Context: an optimization exercise on an open-source flow, tuned for small area. The choices shown serve that exercise and are no tape-out recipe.
No functional check of the RTL was part of any run shown here.
Power and IR drop assume default switching activity.

File: design.v
package fetch_pkg;
	localparam int ROB_TAG_W = 3;  
	localparam int BHT_IDX_W = 4;  
	typedef logic [31:0]          xlen_t;
	typedef logic [4:0]           reg_idx_t;
	typedef logic [ROB_TAG_W-1:0] rob_tag_t;
	typedef logic [BHT_IDX_W-1:0] bht_idx_t;
	localparam logic [6:0] OPC_LUI    = 7'h37;
	localparam logic [6:0] OPC_AUIPC  = 7'h17;
	localparam logic [6:0] OPC_JAL    = 7'h6f;
	localparam logic [6:0] OPC_JALR   = 7'h67;
	localparam logic [6:0] OPC_BRANCH = 7'h63;
	localparam logic [6:0] OPC_LOAD   = 7'h03;
	localparam logic [6:0] OPC_STORE  = 7'h23;
	localparam logic [6:0] OPC_OP     = 7'h33;  
	localparam logic [6:0] OPC_OP_IMM = 7'h13;  
	typedef enum logic [2:0] {
		ic_alu,
		ic_load,
		ic_store,
		ic_branch,
		ic_jal,
		ic_jalr,
		ic_lui_auipc
	} inst_class_e;
	typedef struct packed {
		xlen_t       pc;
		xlen_t       inst;
		inst_class_e cls;
		reg_idx_t    rd;      
		xlen_t       imm;     
		xlen_t       target;  
		logic        taken;   
	} q_entry_t;
	typedef struct packed {
		q_entry_t entry;
		rob_tag_t tag;
	} issue_entry_t;
endpackage
module fetch_ctrl (
	input  logic clk,
	input  logic rst,
	input  logic flush,
	input  logic mem_ack,
	input  logic queue_full,
	output logic mem_req,
	output logic fetch_done
);
	typedef enum logic [1:0] {
		st_idle,          
		st_wait_ack,      
		st_wait_release,  
		st_discard        
	} state_e;
	state_e state, state_nxt;
	logic can_start;
	assign can_start = !mem_ack && (!queue_full || flush);
	always_comb begin
		state_nxt = state;
		case (state)
			st_idle: begin
				if (can_start)
					state_nxt = st_wait_ack;  
			end
			st_wait_ack: begin
				if (mem_ack)
					state_nxt = st_wait_release;  
				else if (flush)
					state_nxt = st_discard;  
			end
			st_discard: begin
				if (mem_ack)
					state_nxt = st_wait_release;
			end
			st_wait_release: begin
				if (!mem_ack)
					state_nxt = st_idle;
			end
			default: state_nxt = st_idle;
		endcase
	end
	always_ff @(posedge clk) begin
		if (rst)
			state <= st_idle;
		else
			state <= state_nxt;
	end
	assign mem_req = (state == st_wait_ack) || (state == st_discard);
	assign fetch_done = (state == st_wait_ack) && mem_ack && !flush;
endmodule
module pc_gen #(
	parameter logic [31:0] RESET_PC = '0
) (
	input  logic     clk,
	input  logic     rst,
	input  logic     flush,
	input  fetch_pkg::xlen_t    flush_pc,
	input  logic     fetch_done,
	input  logic [32:0]         last_push,  
	output fetch_pkg::xlen_t    pc
);
	logic add_lo, add_hi;  
	logic carry_q;         
	logic is_jal, is_br, bht;
	fetch_pkg::xlen_t inst, step;
	logic [11:0] sum_lo;
	logic [10:0] sum_mid;
	logic        c21;
	logic [10:0] pc_top;
	assign {bht, inst} = last_push;
	assign is_jal = inst[6:0] == fetch_pkg::OPC_JAL;
	assign is_br  = inst[6:0] == fetch_pkg::OPC_BRANCH;
	always_comb begin
		if (is_jal)
			step = {{11{inst[31]}}, inst[31], inst[19:12], inst[20], inst[30:21], 1'b0};
		else if (is_br && bht)
			step = {{19{inst[31]}}, inst[31], inst[7], inst[30:25], inst[11:8], 1'b0};
		else
			step = 32'd4;
	end
	logic [21:0] carry;
	always_comb begin
		carry[0]  = 1'b0;
		carry[11] = carry_q;
		sum_mid[10] = 1'b0;
		for (int i = 0; i < 21; i++) begin
			if (i < 11) sum_lo[i] = pc[i] ^ step[i] ^ carry[i];
			else sum_mid[i-11] = pc[i] ^ step[i] ^ carry[i];
			if (i != 10)
				carry[i+1] = (pc[i] & step[i]) | (carry[i] & (pc[i] ^ step[i]));
		end
		sum_lo[11] = (pc[10] & step[10]) | (carry[10] & (pc[10] ^ step[10]));
	end
	assign c21 = carry[21];
	always_comb begin
		case ({step[31], c21})
			2'b01:   pc_top = pc[31:21] + 11'd1;
			2'b10:   pc_top = pc[31:21] - 11'd1;
			default: pc_top = pc[31:21];
		endcase
	end
	always_ff @(posedge clk) begin
		if (rst || flush) begin
			add_lo <= 1'b0;
			add_hi <= 1'b0;
		end else begin
			add_lo <= fetch_done;
			add_hi <= add_lo;
		end
	end
	always_ff @(posedge clk) begin
		if (add_lo)
			carry_q <= sum_lo[11];
	end
	always_ff @(posedge clk) begin
		if (rst)
			pc <= RESET_PC;
		else if (flush)
			pc <= flush_pc;  
		else if (add_lo)
			pc[10:0] <= sum_lo[10:0];
		else if (add_hi)
			pc[31:11] <= {pc_top, sum_mid[9:0]};
	end
endmodule
module inst_decode (
	input  fetch_pkg::xlen_t    inst,
	output logic [2:0]          cls,
	output fetch_pkg::reg_idx_t rd,
	output fetch_pkg::xlen_t    imm
);
	logic [6:0] opcode;
	assign opcode = inst[6:0];
	always_comb begin
		rd  = inst[11:7];
		cls = fetch_pkg::ic_alu;
		imm = {{20{inst[31]}}, inst[31:20]};  
		case (opcode)
			fetch_pkg::OPC_LOAD: cls = fetch_pkg::ic_load;
			fetch_pkg::OPC_STORE: begin
				cls = fetch_pkg::ic_store;
				rd  = '0;
				imm = {{20{inst[31]}}, inst[31:25], inst[11:7]};
			end
			fetch_pkg::OPC_BRANCH: begin
				cls = fetch_pkg::ic_branch;
				rd  = '0;
				imm = {{19{inst[31]}}, inst[31], inst[7],
					inst[30:25], inst[11:8], 1'b0};
			end
			fetch_pkg::OPC_JAL: begin
				cls = fetch_pkg::ic_jal;
				imm = {{11{inst[31]}}, inst[31], inst[19:12],
					inst[20], inst[30:21], 1'b0};
			end
			fetch_pkg::OPC_JALR: cls = fetch_pkg::ic_jalr;
			fetch_pkg::OPC_LUI, fetch_pkg::OPC_AUIPC: begin
				cls = fetch_pkg::ic_lui_auipc;
				imm = {inst[31:12], 12'b0};  
			end
			default: cls = fetch_pkg::ic_alu;  
		endcase
	end
endmodule
module inst_queue #(
	parameter int QUEUE_DEPTH = 8
) (
	input  logic        clk,
	input  logic        rst,
	input  logic        flush,
	input  logic        push,
	input  logic [31:0] push_inst,
	input  logic        push_bht,
	input  logic        pop,
	output logic [31:0] head_inst,
	output logic        head_bht,
	output logic        head_jal,  
	output logic        head_br,   
	output logic [32:0] last_push,  
	output logic        empty,
	output logic        full
);
	localparam int RING  = QUEUE_DEPTH - 1;
	localparam int CNT_W = $clog2(QUEUE_DEPTH + 1);
	logic [32:0] ring [0:RING-1];  
	logic [32:0] head_q, ring_out, head_d;
	logic [CNT_W-1:0] count;  
	logic do_push, one, head_load, head_from_ring, ring_push;
	assign empty   = count == '0;
	assign one     = count == CNT_W'(1);
	assign full    = count == CNT_W'(QUEUE_DEPTH);
	assign do_push = push && !full;
	assign {head_bht, head_inst} = head_q;
	assign last_push = ring[0];
	assign ring_out = ring[count - CNT_W'(2)];  
	assign head_d   = head_from_ring ? ring_out : {push_bht, push_inst};
	assign head_from_ring = pop && !one;
	assign head_load      = head_from_ring || (do_push && (empty || (pop && one)));
	assign ring_push      = do_push && !empty && !(pop && one);
	always_ff @(posedge clk) begin
		if (rst || flush)
			count <= '0;
		else if (do_push && !pop)
			count <= count + 1'b1;
		else if (pop && !do_push)
			count <= count - 1'b1;
	end
	always_ff @(posedge clk) begin
		if (head_load) begin
			head_q   <= head_d;
			head_jal <= head_d[6:0] == fetch_pkg::OPC_JAL;
			head_br  <= head_d[6:0] == fetch_pkg::OPC_BRANCH;
		end
		if (do_push)
			ring[0] <= {push_bht, push_inst};
		if (ring_push)
			for (int i = 1; i < RING; i++)
				ring[i] <= ring[i-1];
	end
endmodule
module issue_router (
	input  logic         clk,
	input  logic         rst,
	input  logic         flush,
	input  fetch_pkg::xlen_t        fetch_pc,
	input  logic         empty,
	input  logic [31:0]  head_inst,
	input  logic         head_bht,
	input  logic         head_jal,
	input  logic         head_br,
	input  logic         rob_full,
	input  logic         slb_full,
	input  logic         rs_full,
	output logic         pop,
	output logic         issue_valid,
	output logic         issue_to_slb,
	output fetch_pkg::issue_entry_t issue_entry
);
	fetch_pkg::rob_tag_t tag_cnt;  
	fetch_pkg::xlen_t    head_pc;  
	logic [2:0]          cls;
	fetch_pkg::reg_idx_t rd;
	fetch_pkg::xlen_t    imm, target, pc_plus4, pc_next;
	logic                is_jal, is_br, taken, target_full;
	inst_decode u_dec (.inst(head_inst), .cls, .rd, .imm);
	assign is_jal = head_jal;
	assign is_br  = head_br;
	assign taken  = is_jal || (is_br && head_bht);
	assign pc_plus4 = head_pc + 32'd4;
	fetch_pkg::xlen_t offset;
	always_comb begin
		if (is_jal)
			offset = {{11{head_inst[31]}}, head_inst[31], head_inst[19:12], head_inst[20],
				head_inst[30:21], 1'b0};
		else if (is_br)
			offset = {{19{head_inst[31]}}, head_inst[31], head_inst[7], head_inst[30:25],
				head_inst[11:8], 1'b0};
		else
			offset = 32'd4;
	end
	assign target   = head_pc + offset;
	assign pc_next  = taken ? target : pc_plus4;
	assign issue_to_slb = (cls == fetch_pkg::ic_load) || (cls == fetch_pkg::ic_store);
	assign target_full  = issue_to_slb ? slb_full : rs_full;
	assign issue_valid = !empty && !rob_full && !target_full;
	assign pop         = issue_valid;
	assign issue_entry = {head_pc, head_inst, cls, rd, imm, target, taken, tag_cnt};
	always_ff @(posedge clk) begin
		if (rst || flush)
			tag_cnt <= '0;  
		else if (issue_valid)
			tag_cnt <= tag_cnt + 1'b1;  
	end
	always_ff @(posedge clk) begin
		if (empty)
			head_pc <= fetch_pc;
		else if (issue_valid)
			head_pc <= pc_next;
	end
endmodule
module ifu_top #(
	parameter int    QUEUE_DEPTH = 8,
	parameter logic [31:0] RESET_PC    = '0
) (
	input  logic         clk,
	input  logic         rst,
	input  logic         flush,
	input  fetch_pkg::xlen_t        flush_pc,
	output logic         mem_req,
	output fetch_pkg::xlen_t        mem_addr,
	input  logic         mem_ack,
	input  fetch_pkg::xlen_t        mem_data,
	output fetch_pkg::bht_idx_t     bht_idx,
	input  logic         bht_taken,
	input  logic         rob_full,
	input  logic         slb_full,
	input  logic         rs_full,
	output logic         issue_valid,
	output logic         issue_to_slb,
	output fetch_pkg::issue_entry_t issue_entry
);
	logic     fetch_done, queue_full, queue_empty, queue_pop;
	fetch_pkg::xlen_t    pc;
	logic [31:0] head_inst;
	logic        head_bht, head_jal, head_br;
	logic [32:0] last_push;
	assign mem_addr = pc;  
	assign bht_idx  = mem_data[fetch_pkg::BHT_IDX_W+1:2];
	fetch_ctrl u_ctrl (.clk, .rst, .flush, .mem_ack, .queue_full,
		.mem_req, .fetch_done);
	pc_gen #(.RESET_PC(RESET_PC)) u_pc (.clk, .rst, .flush, .flush_pc,
		.fetch_done, .last_push, .pc);
	inst_queue #(.QUEUE_DEPTH(QUEUE_DEPTH)) u_q (.clk, .rst, .flush,
		.push(fetch_done), .push_inst(mem_data), .push_bht(bht_taken),
		.pop(queue_pop), .head_inst, .head_bht, .head_jal, .head_br, .last_push,
		.empty(queue_empty), .full(queue_full));
	issue_router u_iss (.clk, .rst, .flush, .fetch_pc(pc),
		.empty(queue_empty), .head_inst, .head_bht, .head_jal, .head_br, .rob_full, .slb_full,
		.rs_full, .pop(queue_pop), .issue_valid, .issue_to_slb, .issue_entry);
endmodule
File: flow/run.sh
#!/bin/bash
# The standard layout with two changes to how it is made:
#  - synthesis maps logic with an area-oriented ABC script (flow/abc_area.script);
#    everything else in synthesis, registers included, is the standard one
#  - plain buf_1 cells as the port buffers (every port still gets its own buffer)
set -euo pipefail
here=$(pwd)
rm -rf "$here/scripts_abc"
cp -r "$FLOW_HOME/scripts" "$here/scripts_abc"
cp "$here/flow/abc_area.script" "$here/scripts_abc/abc_speed.script"
export BUFFER_PORTS_ARGS="-buffer_cell sky130_fd_sc_hd__buf_1"
bash standard.sh SCRIPTS_DIR="$here/scripts_abc" synth > synth.log 2>&1
bash standard.sh finish > layout.log 2>&1
File: constraint.sdc
create_clock -name core_clock -period 6.0 [get_ports {clk}]
set_input_delay 1.2000 -clock core_clock [delete_from_list [all_inputs] [get_ports {clk}]]
set_output_delay 1.2000 -clock core_clock [all_outputs]
set_load 0.01 [all_outputs]
File: config.mk
export PLATFORM = sky130hd
export DESIGN_NAME = ifu_top
export DESIGN_NICKNAME = ifu_top
export VERILOG_FILES = /design/flow/design.v
export SDC_FILE = /design/flow/constraint.sdc
export NUM_CORES = 4
export LEC_CHECK = 0
export CAP_MARGIN = 20
export CORE_MARGIN = 2
export CORE_UTILIZATION = 60
export CTS_BUF_LIST = sky130_fd_sc_hd__clkbuf_16
export CTS_CLUSTER_DIAMETER = 100
export CTS_CLUSTER_SIZE = 28
export SLEW_MARGIN = 20
File: flow/abc_area.script
&get -n
&st
&syn2
&dc2
&dch
&nf -R 1000
&put
topo
dnsize -c
File: standard.sh
#!/bin/bash
# synth_recipe.tcl (not shown) runs the flow's synth.tcl, then flattens the netlist and writes it again
# the make line also repeats each setting of config.mk as NAME=value (left out here)
make -C /OpenROAD-flow-scripts/flow DESIGN_CONFIG=/design/flow/config.mk WORK_HOME=/design/flow/orfs CLKGATE_MAP_FILE= SYNTH_SCRIPT=/design/flow/synth_recipe.tcl "${@:-finish}"
==> results.yml, run 1 <==
status:
  outcome: "complete, but fails checks"
  so.violations: "setup timing"
synth:
  synth_fp_nets: 1493
  synth_compound_area_frac: 0.1652
  yosysMostFrequentCell: "edfxtp_1"
  synth_top_area_share: 0.5584
  async_reset_ff_frac: 0
  syn_area_sq_um: 16080
  synth_area_leaders: "edfxtp_1 (56%), dfxtp_1 (5.4%), a21oi_1 (4.1%), nand2_1 (4.0%), ha_1 (3.9%)"
  ys_types: 53
  synth_flop_cell: "edfxtp_1"
  synth_top_cell_by_area: "edfxtp_1"
  netlist_top_cells_count: "edfxtp_1 (299), nand2_1 (173), a21oi_1 (132)"
  syn_area_per_cell_sq_um: 11.91
  synth_adder_area_share: 0.06505
  synth-simple-area-share: 0.1144
  ys_seq_area_frac: 0.6119
  synth_edf_count: 299
  yosysWarnings: 6
  synthCells: 1350
  synth-seq-cells: 342
  synth_xor_area_frac: 0.02669
  synth_top_family_by_area: "compound AO/OA/AOI/OAI gates"
  synthMuxAreaShare: 0.0006225
critical_path:
  reg2reg_from: "u_q.ring[0][6]"
  crit_start: "u_q.ring[0][6]"
  cpMaxStageDelayCell: "fa_2"
  path_max_fanout: 7
  cp-end-kind: "register"
  critPathMostFrequentCell: "fa_2"
  crit_required_ns: 6.45
  slowest_delay_ns: 0.37
  worstSetupPathType: "register to register"
  cp.arrival_ns: 7.41
  cp-start-kind: "register"
drt:
  dr.pass1.iters: 9
  dr_wl_met3_um: 5257
  first_iter_violations: 1777
  routed_wl_um: 48000
  met1Wirelength_um: 19230
  wl_per_cell_um: 23.50
  vias_per_cell: 6.452
  wl_met2_um: 21810
  vias: 13182
  drc: 0
  top_layer: "met4"
  ant_nets: 0
sta:
  tns_ns: -3.400
  max_slew_margin: 0.2428
  fmax_ghz: 0.1435
  fin_ws_ns: -0.9665
  rsz0062_at_grt: "yes"
  setup_violations: 7
  clock_skew_ns: 0.04669
  period_share: 1.161
  finalCriticalPeriod_ns: 6.966
  whs_ns: 0.4475
  maxSlewViolCount: 0
  tightest_slew_ns: 1.132
  hold_viol_final: 0
floorplanning:
  die_x_um: 167.7
  core_sq_um: 26210
  io_pins: 251
  die_y_um: 167.7
  dieArea_sq_um: 28120
  start_util: 0.6136
  rows: 59
pwr:
  power.density_nw_per_um2: 252.4
  irDropWorstVdd_v: 0.0002592
  cellLeakagePower_nw: 6.531
grt:
  grt_max_degree: 67
  grt_pass1_vias: 12573
  overflow: 0
  grt_usage: 0.3379
  grt_pass1_wl_um: 72390
  antenna_found_initial: 0
clocking:
  clockBufferDepth: 3
  clkSinkCount: 342
  cts_buffers: 16
  clk-insertion-delay-late_ns: 0.55
  cts_tree: "built"
  cts-root-buf: "clkbuf_16"
  h-tree-depth: 1
  clk_pin_slew_ns: 0.11
worst_hold_path:
  hold_path_startpoint: "u_q.ring[4][10]"
  min_path_type: "register to register"
placement:
  io_buffers: 250
  post-dp-hpwl_um: 33560
  gp_congestion: 0.9389
  placed_area_sq_um: 18250
cells_and_area:
  area_growth_pct: 17.23
  nets: 1840
  drive_gt1_frac: 0.09139
  final_cell_area_sq_um: 18850
run:
  drv_cap: 0
==> per-layer routing <==
metal	vias to the layer above	GRT usage
li1	5902	-
met1	6331	0.4832
met3	102	0.07256
met4	0	0.1255
met5	-	0
met2	847	0.5156
==> cell type report <==
| cell class | count | area, sq um |
|---|---|---|
| Antenna cell | 1 | 2.502 |
| Fill cell | 1957 | 7357 |
| Inverter | 52 | 195.2 |
| Clock buffer | 16 | 400.4 |
| Tap cell | 335 | 419.2 |
| Clock inverter | 12 | 75.07 |
| Multi-Input combinational cell | 947 | 6282 |
| Timing Repair Buffer | 338 | 1635 |
| Sequential cell | 342 | 9839 |
==> power breakdown <==
part	total, W	switching (W)	internal (W)
combinational	0.000723	0.000470	0.000253
clock	0.00128	0.000767	0.000509
sequential	0.00276	0.000108	0.00265
==> stage by stage <==
step	worst slack (ns)	util	instances	total power, W
final	-0.9665	0.7193	2043	0.004757
after global routing	-1.243	0.7192	2042	0.004911
after CTS	-0.9093	0.7170	2038	0.004747
after detailed placement	-0.8526	0.6962	2005	0.003509
after global placement	-0.7604	0.6952	2003	0.003498
after floorplan	-1.566	-	1350	0.003203
==> critical path, delay by kind of cell, from the launching register on <==
kind                       cells  cell delay [ns]
xor gates and xnor gates       1             0.10
and+or+nand+nor                7             1.05
adders and majority gates     11             3.88
AOI/OAI and AO/OA             10             1.50
DFF                            1             0.36
==> registers in the layout, indices dropped and copies added (netlist names) <==
register       count
u_ctrl.state       2
u_iss.head_pc     32
u_iss.tag_cnt      3
u_pc.add_hi        1
u_pc.add_lo        1
u_pc.carry_q       1
u_pc.pc           32
u_q.count          4
u_q.head_br        1
u_q.head_jal       1
u_q.head_q        33
u_q.ring         231
==> path summary, 6_finish.rpt <==
kind | end | slack (ns) | cells past startpoint
worst max register to register | u_pc.pc[31] | -0.97 | 29
worst min register to register | u_q.ring[5][10] | 0.45 | 0
worst min-delay path | u_q.ring[5][10] | 0.45 | 0
worst max-delay path | u_pc.pc[31] | -0.97 | 29
==> layout by cell type, fill, tap and decap left out, types with 8 or more instances in the layout <==
| cell type | netlist | final |
|---|---|---|
| a221oi_1 | 18 | 17 |
| nand4_1 | 8 | 8 |
| inv_1 | 0 | 9 |
| clkinv_1 | 52 | 52 |
| ha_1 | 50 | 48 |
| a21oi_2 | 0 | 9 |
| nor2_1 | 87 | 86 |
| a21oi_1 | 132 | 122 |
| and2_0 | 10 | 9 |
| a211oi_1 | 18 | 18 |
| fa_2 | 0 | 11 |
| a22oi_1 | 26 | 25 |
| clkbuf_16 | 0 | 16 |
| o21ai_0 | 119 | 116 |
| xnor2_1 | 25 | 22 |
| fa_1 | 21 | 10 |
| edfxtp_1 | 299 | 299 |
| dfxtp_1 | 43 | 43 |
| nand3_1 | 46 | 44 |
| a222oi_1 | 34 | 34 |
| and3_1 | 9 | 8 |
| xor2_1 | 24 | 24 |
| nand2_1 | 173 | 171 |
| buf_4 | 8 | 84 |
| buf_1 | 1 | 250 |
| nor2b_1 | 30 | 25 |
| a22o_1 | 11 | 11 |
| nor3_1 | 20 | 20 |
==> logic make-up (layout without fill, tap and decap cells) <==
group / after synthesis / in the layout
simple gates: 408 / 408
mux: 1 / 1
other cells: 0 / 1
buf+inv: 61 / 418
compound gates: 418 / 418
xor+xnor: 49 / 49
flops: 342 / 342
fa+ha+maj: 71 / 71
==> repair_timing <==
item	in CTS	in global routing
gates cloned	0	0
gates resized for setup	7	8
endpoints found under the setup margin	15	20
hold buffers	0	0
pin swaps	8	5
setup buffers	6	4
==> run 2, diff against run 1 <==
--- a/design.v
+++ b/design.v
@@ -97,4 +97,6 @@
 	input  fetch_pkg::xlen_t    flush_pc,
 	input  logic     fetch_done,
+	input  fetch_pkg::xlen_t    mem_data,   
+	input  logic     bht_taken,
 	input  logic [32:0]         last_push,  
 	output fetch_pkg::xlen_t    pc
@@ -102,17 +104,15 @@
 	logic add_lo, add_hi;  
 	logic carry_q;         
-	logic is_jal, is_br, bht;
+	logic is_jal, is_brt;  
 	fetch_pkg::xlen_t inst, step;
-	logic [11:0] sum_lo;
-	logic [10:0] sum_mid;
+	logic [12:0] sum_lo;
+	logic [8:0]  sum_mid;
 	logic        c21;
 	logic [10:0] pc_top;
-	assign {bht, inst} = last_push;
-	assign is_jal = inst[6:0] == fetch_pkg::OPC_JAL;
-	assign is_br  = inst[6:0] == fetch_pkg::OPC_BRANCH;
+	assign inst = last_push[31:0];
 	always_comb begin
 		if (is_jal)
 			step = {{11{inst[31]}}, inst[31], inst[19:12], inst[20], inst[30:21], 1'b0};
-		else if (is_br && bht)
+		else if (is_brt)
 			step = {{19{inst[31]}}, inst[31], inst[7], inst[30:25], inst[11:8], 1'b0};
 		else
@@ -122,13 +122,12 @@
 	always_comb begin
 		carry[0]  = 1'b0;
-		carry[11] = carry_q;
-		sum_mid[10] = 1'b0;
+		carry[12] = carry_q;
 		for (int i = 0; i < 21; i++) begin
-			if (i < 11) sum_lo[i] = pc[i] ^ step[i] ^ carry[i];
-			else sum_mid[i-11] = pc[i] ^ step[i] ^ carry[i];
-			if (i != 10)
+			if (i < 12) sum_lo[i] = pc[i] ^ step[i] ^ carry[i];
+			else sum_mid[i-12] = pc[i] ^ step[i] ^ carry[i];
+			if (i != 11)
 				carry[i+1] = (pc[i] & step[i]) | (carry[i] & (pc[i] ^ step[i]));
 		end
-		sum_lo[11] = (pc[10] & step[10]) | (carry[10] & (pc[10] ^ step[10]));
+		sum_lo[12] = (pc[11] & step[11]) | (carry[11] & (pc[11] ^ step[11]));
 	end
 	assign c21 = carry[21];
@@ -151,5 +150,9 @@
 	always_ff @(posedge clk) begin
 		if (add_lo)
-			carry_q <= sum_lo[11];
+			carry_q <= sum_lo[12];
+		if (fetch_done) begin
+			is_jal <= mem_data[6:0] == fetch_pkg::OPC_JAL;
+			is_brt <= mem_data[6:0] == fetch_pkg::OPC_BRANCH && bht_taken;
+		end
 	end
 	always_ff @(posedge clk) begin
@@ -159,7 +162,7 @@
 			pc <= flush_pc;  
 		else if (add_lo)
-			pc[10:0] <= sum_lo[10:0];
+			pc[11:0] <= sum_lo[11:0];
 		else if (add_hi)
-			pc[31:11] <= {pc_top, sum_mid[9:0]};
+			pc[31:12] <= {pc_top, sum_mid};
 	end
 endmodule
@@ -350,5 +353,5 @@
 		.mem_req, .fetch_done);
 	pc_gen #(.RESET_PC(RESET_PC)) u_pc (.clk, .rst, .flush, .flush_pc,
-		.fetch_done, .last_push, .pc);
+		.fetch_done, .mem_data, .bht_taken, .last_push, .pc);
 	inst_queue #(.QUEUE_DEPTH(QUEUE_DEPTH)) u_q (.clk, .rst, .flush,
 		.push(fetch_done), .push_inst(mem_data), .push_bht(bht_taken),
==> results.yml, run 2 <==
sta:
  tightest_slew_ns: 1.097
  fin_ws_ns: -0.04198
  clock_skew_ns: 0.02364
  maxSlewViolCount: 0
  setup_violations: 1
  period_share: 1.007
  finalCriticalPeriod_ns: 6.042
  tns_ns: -0.04198
  hold_viol_final: 0
  rsz0062_at_grt: "yes"
  max_slew_margin: 0.2689
  fmax_ghz: 0.1655
cells_and_area:
  largest_register_ffs: 231
  final_common_cell: "edfxtp_1"
  nets: 1810
  regMostFlops: "u_q.ring"
  layout_common_cells: "edfxtp_1 (301), buf_1 (250), nand2_1 (179)"
  drive_gt1_frac: 0.06679
  area_growth_pct: 15.13
  top_regs: "u_q.ring x231, u_q.head_q x33"
  utilization: 0.6968
  antenna_cells_inserted: 0
pwr:
  cellLeakagePower_nw: 6.405
  irDropWorstVdd_v: 0.0002061
  power.density_nw_per_um2: 257.8
placement:
  gp_congestion: 0.9281
  io_buffers: 250
  post-dp-hpwl_um: 32670
synth:
  synth_edf_count: 301
  synth_flop_cell: "edfxtp_1"
  syn_area_sq_um: 16180
  synth_fp_nets: 1505
  ys_seq_area_frac: 0.6120
  synthCells: 1362
  synth-seq-cells: 344
  async_reset_ff_frac: 0
  yosysWarnings: 6
  synth_area_leaders: "edfxtp_1 (56%), dfxtp_1 (5.3%), nand2_1 (4.2%), a21oi_1 (3.9%), ha_1 (3.9%)"
  ys_types: 50
  netlist_top_cells_count: "edfxtp_1 (301), nand2_1 (182), a21oi_1 (125)"
  synth_top_cell_by_area: "edfxtp_1"
  yosysMostFrequentCell: "edfxtp_1"
  synth_top_area_share: 0.5588
  syn_area_per_cell_sq_um: 11.88
clocking:
  cts_hold_buf: 0
  clk_pin_slew_ns: 0.12
  cts_buffers: 16
  clkSinkCount: 344
  clockBufferDepth: 3
  h-tree-depth: 1
  cts_tree: "built"
  clk-insertion-delay-late_ns: 0.53
  cts-root-buf: "clkbuf_16"
drt:
  drc: 0
  routed_wl_um: 47120
  ant_nets: 0
  wl_per_cell_um: 23.35
  dr.pass1.iters: 8
  first_iter_violations: 2000
  vias: 12977
  vias_per_cell: 6.431
floorplanning:
  dieArea_sq_um: 28290
  die_x_um: 168.2
  start_util: 0.6052
  rows: 60
  io_pins: 251
  core_sq_um: 26730
  die_y_um: 168.2
critical_path:
  cp-end-kind: "register"
  cp-start-kind: "register"
  critPathMostFrequentCell: "fa_2"
  path_max_fanout: 5
  crit_required_ns: 6.46
  cp.arrival_ns: 6.50
  cpMaxStageDelayCell: "edfxtp_1"
  slowest_delay_ns: 0.43
  worstSetupPathType: "register to register"
grt:
  grt_pass1_vias: 11819
  grt_max_degree: 91
  overflow: 0
  grt_pass1_wl_um: 70860
  antenna_found_initial: 0
  grt_usage: 0.3273
status:
  so.violations: "setup timing"
  outcome: "complete, but fails checks"
worst_hold_path:
  min_path_type: "register to register"
run:
  drv_cap: 0
run 2: changes by cell type in the layout (fill, tap and decap cells not counted), moves of 5 or more:
cell,before,now
clkinv_1,52,46
xnor2_1,22,30
a22oi_1,25,18
buf_4,84,43
nor2_1,86,94
nand2_1,171,179
a221o_1,7,12
run 2: kinds of logic after synthesis:
group           count (synthesis)  synth area share
xor+xnor                       51           0.02761
fa+ha+maj                      71           0.06467
mux                             3          0.001857
flops                         344            0.6120
simple gates                  437            0.1214
compound gates                400            0.1576
buf+inv                        56           0.01485
run 2: through the flow:
stage          total power (W)  setup slack, ns  instance area [sq um]  instances  hold slack, ns
2_1_floorplan         0.003228           -1.561                  16320       1362          0.4208
3_3_place_gp          0.003523          0.01860                  18010       1987          0.4234
3_5_place_dp          0.003529         -0.04063                  18010       1987          0.4320
4_1_cts               0.004796         -0.05247                  18520       2015          0.4485
5_1_grt               0.004956          -0.3511                  18620       2018          0.4642
6_report              0.004801         -0.04198                  18620       2018          0.4455
run 2: layout make-up:
| class | count | area, sq um |
|---|---|---|
| clock inverter | 11 | 71.32 |
| clock buffer | 17 | 425.4 |
| timing repair buffer | 296 | 1321 |
| fill | 2058 | 8103 |
| tap | 341 | 426.7 |
| sequential | 344 | 9899 |
| inverter | 47 | 181.4 |
| multi-input combinational | 962 | 6297 |
run 2: routing by layer:
layer  GRT usage  vias to the layer above  share of wire
met5           0                        -              0
met4     0.07421                        0          0.023
met3     0.05007                       68           0.11
met2      0.5169                      802           0.46
met1      0.4868                     6276           0.41
li1            -                     5831              -
run 2: critical path: cells and delay by family (launching register included):
kind | cells | cell delay (ns)
flip-flops | 1 | 0.43
adder cells (fa/ha/maj) | 10 | 3.48
AND/OR/NAND/NOR | 7 | 0.76
AO/OA/AOI/OAI | 10 | 1.22
buffers and inverters | 1 | 0.10
run 2: repair_timing:
item	4_1_cts	5_1_grt
buffers inserted	0	3
endpoints found under the setup margin	3	8
pin swaps	2	10
resized for setup	3	15
run 2: path summary, 6_finish.rpt:
kind | from | endpoint | slack [ns] | cells past startpoint
worst min-delay path | u_q.ring[2][32] | u_q.ring[3][32] | 0.45 | 0
worst max-delay path | u_pc.is_jal | u_pc.pc[31] | -0.04 | 28
worst max register to register | u_pc.is_jal | u_pc.pc[31] | -0.04 | 28
worst min register to register | u_q.ring[2][32] | u_q.ring[3][32] | 0.45 | 0
run 2: where the power goes:
group	leakage [nW]	internal, W	switching (W)
Clock	0.272	0.000551	0.000751
Sequential	3.15	0.00267	0.000104
Combinational	2.98	0.000252	0.000478
Total	6.40	0.00347	0.00133
==> run 3, diff against run 2 <==
--- a/design.v
+++ b/design.v
@@ -106,6 +106,6 @@
 	logic is_jal, is_brt;  
 	fetch_pkg::xlen_t inst, step;
-	logic [12:0] sum_lo;
-	logic [8:0]  sum_mid;
+	logic [13:0] sum_lo;
+	logic [7:0]  sum_mid;
 	logic        c21;
 	logic [10:0] pc_top;
@@ -122,12 +122,12 @@
 	always_comb begin
 		carry[0]  = 1'b0;
-		carry[12] = carry_q;
+		carry[13] = carry_q;
 		for (int i = 0; i < 21; i++) begin
-			if (i < 12) sum_lo[i] = pc[i] ^ step[i] ^ carry[i];
-			else sum_mid[i-12] = pc[i] ^ step[i] ^ carry[i];
-			if (i != 11)
+			if (i < 13) sum_lo[i] = pc[i] ^ step[i] ^ carry[i];
+			else sum_mid[i-13] = pc[i] ^ step[i] ^ carry[i];
+			if (i != 12)
 				carry[i+1] = (pc[i] & step[i]) | (carry[i] & (pc[i] ^ step[i]));
 		end
-		sum_lo[12] = (pc[11] & step[11]) | (carry[11] & (pc[11] ^ step[11]));
+		sum_lo[13] = (pc[12] & step[12]) | (carry[12] & (pc[12] ^ step[12]));
 	end
 	assign c21 = carry[21];
@@ -150,5 +150,5 @@
 	always_ff @(posedge clk) begin
 		if (add_lo)
-			carry_q <= sum_lo[12];
+			carry_q <= sum_lo[13];
 		if (fetch_done) begin
 			is_jal <= mem_data[6:0] == fetch_pkg::OPC_JAL;
@@ -162,7 +162,7 @@
 			pc <= flush_pc;  
 		else if (add_lo)
-			pc[11:0] <= sum_lo[11:0];
+			pc[12:0] <= sum_lo[12:0];
 		else if (add_hi)
-			pc[31:12] <= {pc_top, sum_mid};
+			pc[31:13] <= {pc_top, sum_mid};
 	end
 endmodule
==> results.yml, run 3 <==
status:
  outcome: "finished clean"
synth:
  synthMuxAreaShare: 0.001855
  ys_types: 50
  synth_area_leaders: "edfxtp_1 (56%), dfxtp_1 (5.3%), nand2_1 (3.9%), ha_1 (3.9%), o21ai_0 (3.7%)"
  synth_adder_area_share: 0.06460
  synth_xor_area_frac: 0.02759
  synth_edf_count: 301
  synth_compound_area_frac: 0.1592
  yosysWarnings: 6
  synth_top_area_share: 0.5582
  async_reset_ff_frac: 0
  syn_area_per_cell_sq_um: 11.91
  synth_top_family_by_area: "compound AO/OA/AOI/OAI gates"
  synth_fp_nets: 1503
  synthCells: 1360
  yosysMostFrequentCell: "edfxtp_1"
  ys_seq_area_frac: 0.6114
  synth_flop_cell: "edfxtp_1"
  synth-simple-area-share: 0.1205
  synth_top_cell_by_area: "edfxtp_1"
  netlist_top_cells_count: "edfxtp_1 (301), nand2_1 (170), o21ai_0 (121)"
  syn_area_sq_um: 16190
  synth-seq-cells: 344
sta:
  hold_viol_final: 0
  whs_ns: 0.4522
  finalCriticalPeriod_ns: 5.772
  tightest_slew_ns: 1.082
  fmax_ghz: 0.1732
  clock_skew_ns: 0.01947
  setup_violations: 0
  max_slew_margin: 0.2775
  tns_ns: 0
  period_share: 0.9620
  maxSlewViolCount: 0
grt:
  grt_max_degree: 151
  overflow: 0
  grt_usage: 0.3179
  antenna_found_initial: 0
  grt_pass1_vias: 11946
  grt_pass1_wl_um: 69090
pwr:
  power.density_nw_per_um2: 271.9
  irDropWorstVdd_v: 0.0003472
  cellLeakagePower_nw: 6.455
floorplanning:
  io_pins: 251
  start_util: 0.6059
  rows: 60
  dieArea_sq_um: 28320
  die_x_um: 168.3
  core_sq_um: 26730
  die_y_um: 168.3
clocking:
  clk-insertion-delay-late_ns: 0.52
  clockBufferDepth: 3
  cts_buffers: 16
  cts_hold_buf: 0
  clkSinkCount: 344
  cts-root-buf: "clkbuf_16"
  cts_tree: "built"
  clk_pin_slew_ns: 0.11
  h-tree-depth: 1
critical_path:
  path_depth: 28
  reg2reg_depth: 28
  path_max_fanout: 5
  critPathBufInv: 4
  worstSetupPathType: "register to register"
  crit_required_ns: 6.40
  cp-start-kind: "register"
  critPathMostFrequentCell: "fa_2"
  cp.arrival_ns: 6.17
  cp-end-kind: "register"
  cpLargestDelayFamily: "adder cells"
  cpMaxStageDelayCell: "edfxtp_1"
  slowest_delay_ns: 0.42
cells_and_area:
  antenna_cells_inserted: 0
  final_cells: 2024
  regArea_sq_um: 9899
  regMostFlops: "u_q.ring"
  layout_common_cells: "edfxtp_1 (301), buf_1 (249), nand2_1 (167)"
  multi_input_area_sq_um: 6312
  nets: 1819
  final_common_cell: "edfxtp_1"
  largest_register_ffs: 231
  n_fill_cell: 2023
  drive_gt1_frac: 0.07546
  area_growth_pct: 15.59
  top_regs: "u_q.ring x231, u_q.head_q x33"
drt:
  routed_wl_um: 46070
  first_iter_violations: 1530
  dr.pass1.iters: 6
  vias_per_cell: 6.310
  wl_per_cell_um: 22.76
  vias: 12771
  ant_nets: 0
  drc: 0
placement:
  io_buffers: 250
  post-dp-hpwl_um: 31960
  dp.cells: 1987
  gp_congestion: 0.9176
worst_hold_path:
  min_path_type: "register to register"
  min_path_cells: 0
run:
  drv_cap: 0
[run 3: metal layers]
metal / share of wire / routed length [um] / up-vias / global-route usage
li1: - / - / 5841 / -
met1: 0.41 / 19100 / 6139 / 0.4646
met2: 0.46 / 21080 / 711 / 0.4960
met3: 0.096 / 4404 / 80 / 0.04631
met4: 0.032 / 1476 / 0 / 0.1053
met5: 0 / 0 / - / 0
[run 3: power by group]
part	switching, W	total (W)	internal [W]
logic	0.000642	0.000997	0.000355
clock network	0.000738	0.00130	0.000567
registers	0.000114	0.00279	0.00267
[run 3: logic make-up (layout without fill, tap and decap cells)]
| family | Yosys count | count (layout) |
|---|---|---|
| flip-flops | 344 | 344 |
| AO/OA/AOI/OAI | 401 | 401 |
| adder cells (fa/ha/maj) | 71 | 71 |
| buffers and inverters | 56 | 379 |
| multiplexers | 3 | 3 |
| XOR/XNOR | 51 | 51 |
| AND/OR/NAND/NOR | 434 | 434 |
[run 3: final timing paths]
| check | end | from | slack (ns) |
|---|---|---|---|
| worst max-delay path | u_pc.pc[29] | u_pc.is_jal | 0.23 |
| worst min-delay path | u_q.ring[6][30] | u_q.ring[5][30] | 0.45 |
| worst max register to register | u_pc.pc[29] | u_pc.is_jal | 0.23 |
| worst min register to register | u_q.ring[6][30] | u_q.ring[5][30] | 0.45 |
[run 3: layout make-up]
| cell class | count | area share |
|---|---|---|
| clock buffer | 17 | 0.02273 |
| clock inverter | 8 | 0.003744 |
| inverter | 47 | 0.009694 |
| multi-input combinational | 960 | 0.3373 |
| sequential | 344 | 0.5289 |
| tap | 341 | 0.02280 |
| timing repair buffer | 307 | 0.07481 |
[run 3: worst reg2reg max path, delay by kind of cell, from the launching register on]
| kind | cells | cell delay [ns] |
|---|---|---|
| DFF | 1 | 0.42 |
| AOI/OAI and AO/OA | 6 | 0.81 |
| buffers and inverters | 4 | 0.41 |
| xor gates and xnor gates | 1 | 0.09 |
| adders and majority gates | 9 | 3.14 |
| and+or+nand+nor | 8 | 0.75 |
[run 3: repair_timing]
action                                  in CTS  in global routing
resized for setup                            9                 19
endpoints found under the setup margin       3                 15
pin swaps                                    6                  9
setup buffers                                6                  6
[run 3: metrics by stage]
stage	util	power (W)	worst slack [ns]	instance area, sq um
2_1_floorplan	-	0.003419	-1.566	16320
3_3_place_gp	0.6742	0.003796	0.004425	18020
3_5_place_dp	0.6742	0.003807	-0.1267	18020
4_1_cts	0.6952	0.005085	0.03790	18580
5_1_grt	0.7003	0.005277	-0.05723	18720
6_report	0.7003	0.005089	0.2278	18720

re-timing with driven ports:
No port has a modelled driver above. Below, the same layouts with a new extraction and two added sets of constraints.
Step 1: set_driving_cell puts a clkbuf_16 on clk and a buf_2 on each other input, an assumption about the parent block.
Step 2 times the ports against the registers' clock, not the clock port: input delays grow and output delays shrink by t, the midpoint of the rising clock arrivals with the driver on.
Three values: no drivers, after step 1, after step 2; two values: the first two.
run | shift t [ns] | setup slack, ns | slew at the worst register clock pin (ns)
run 1 | 0.582 | -0.966 / -0.966 / -0.966 | 0.12 / 0.12
run 2 | 0.568 | -0.042 / -0.042 / -0.042 | 0.12 / 0.12
run 3 | 0.567 | 0.228 / 0.203 / 0.228 | 0.11 / 0.11
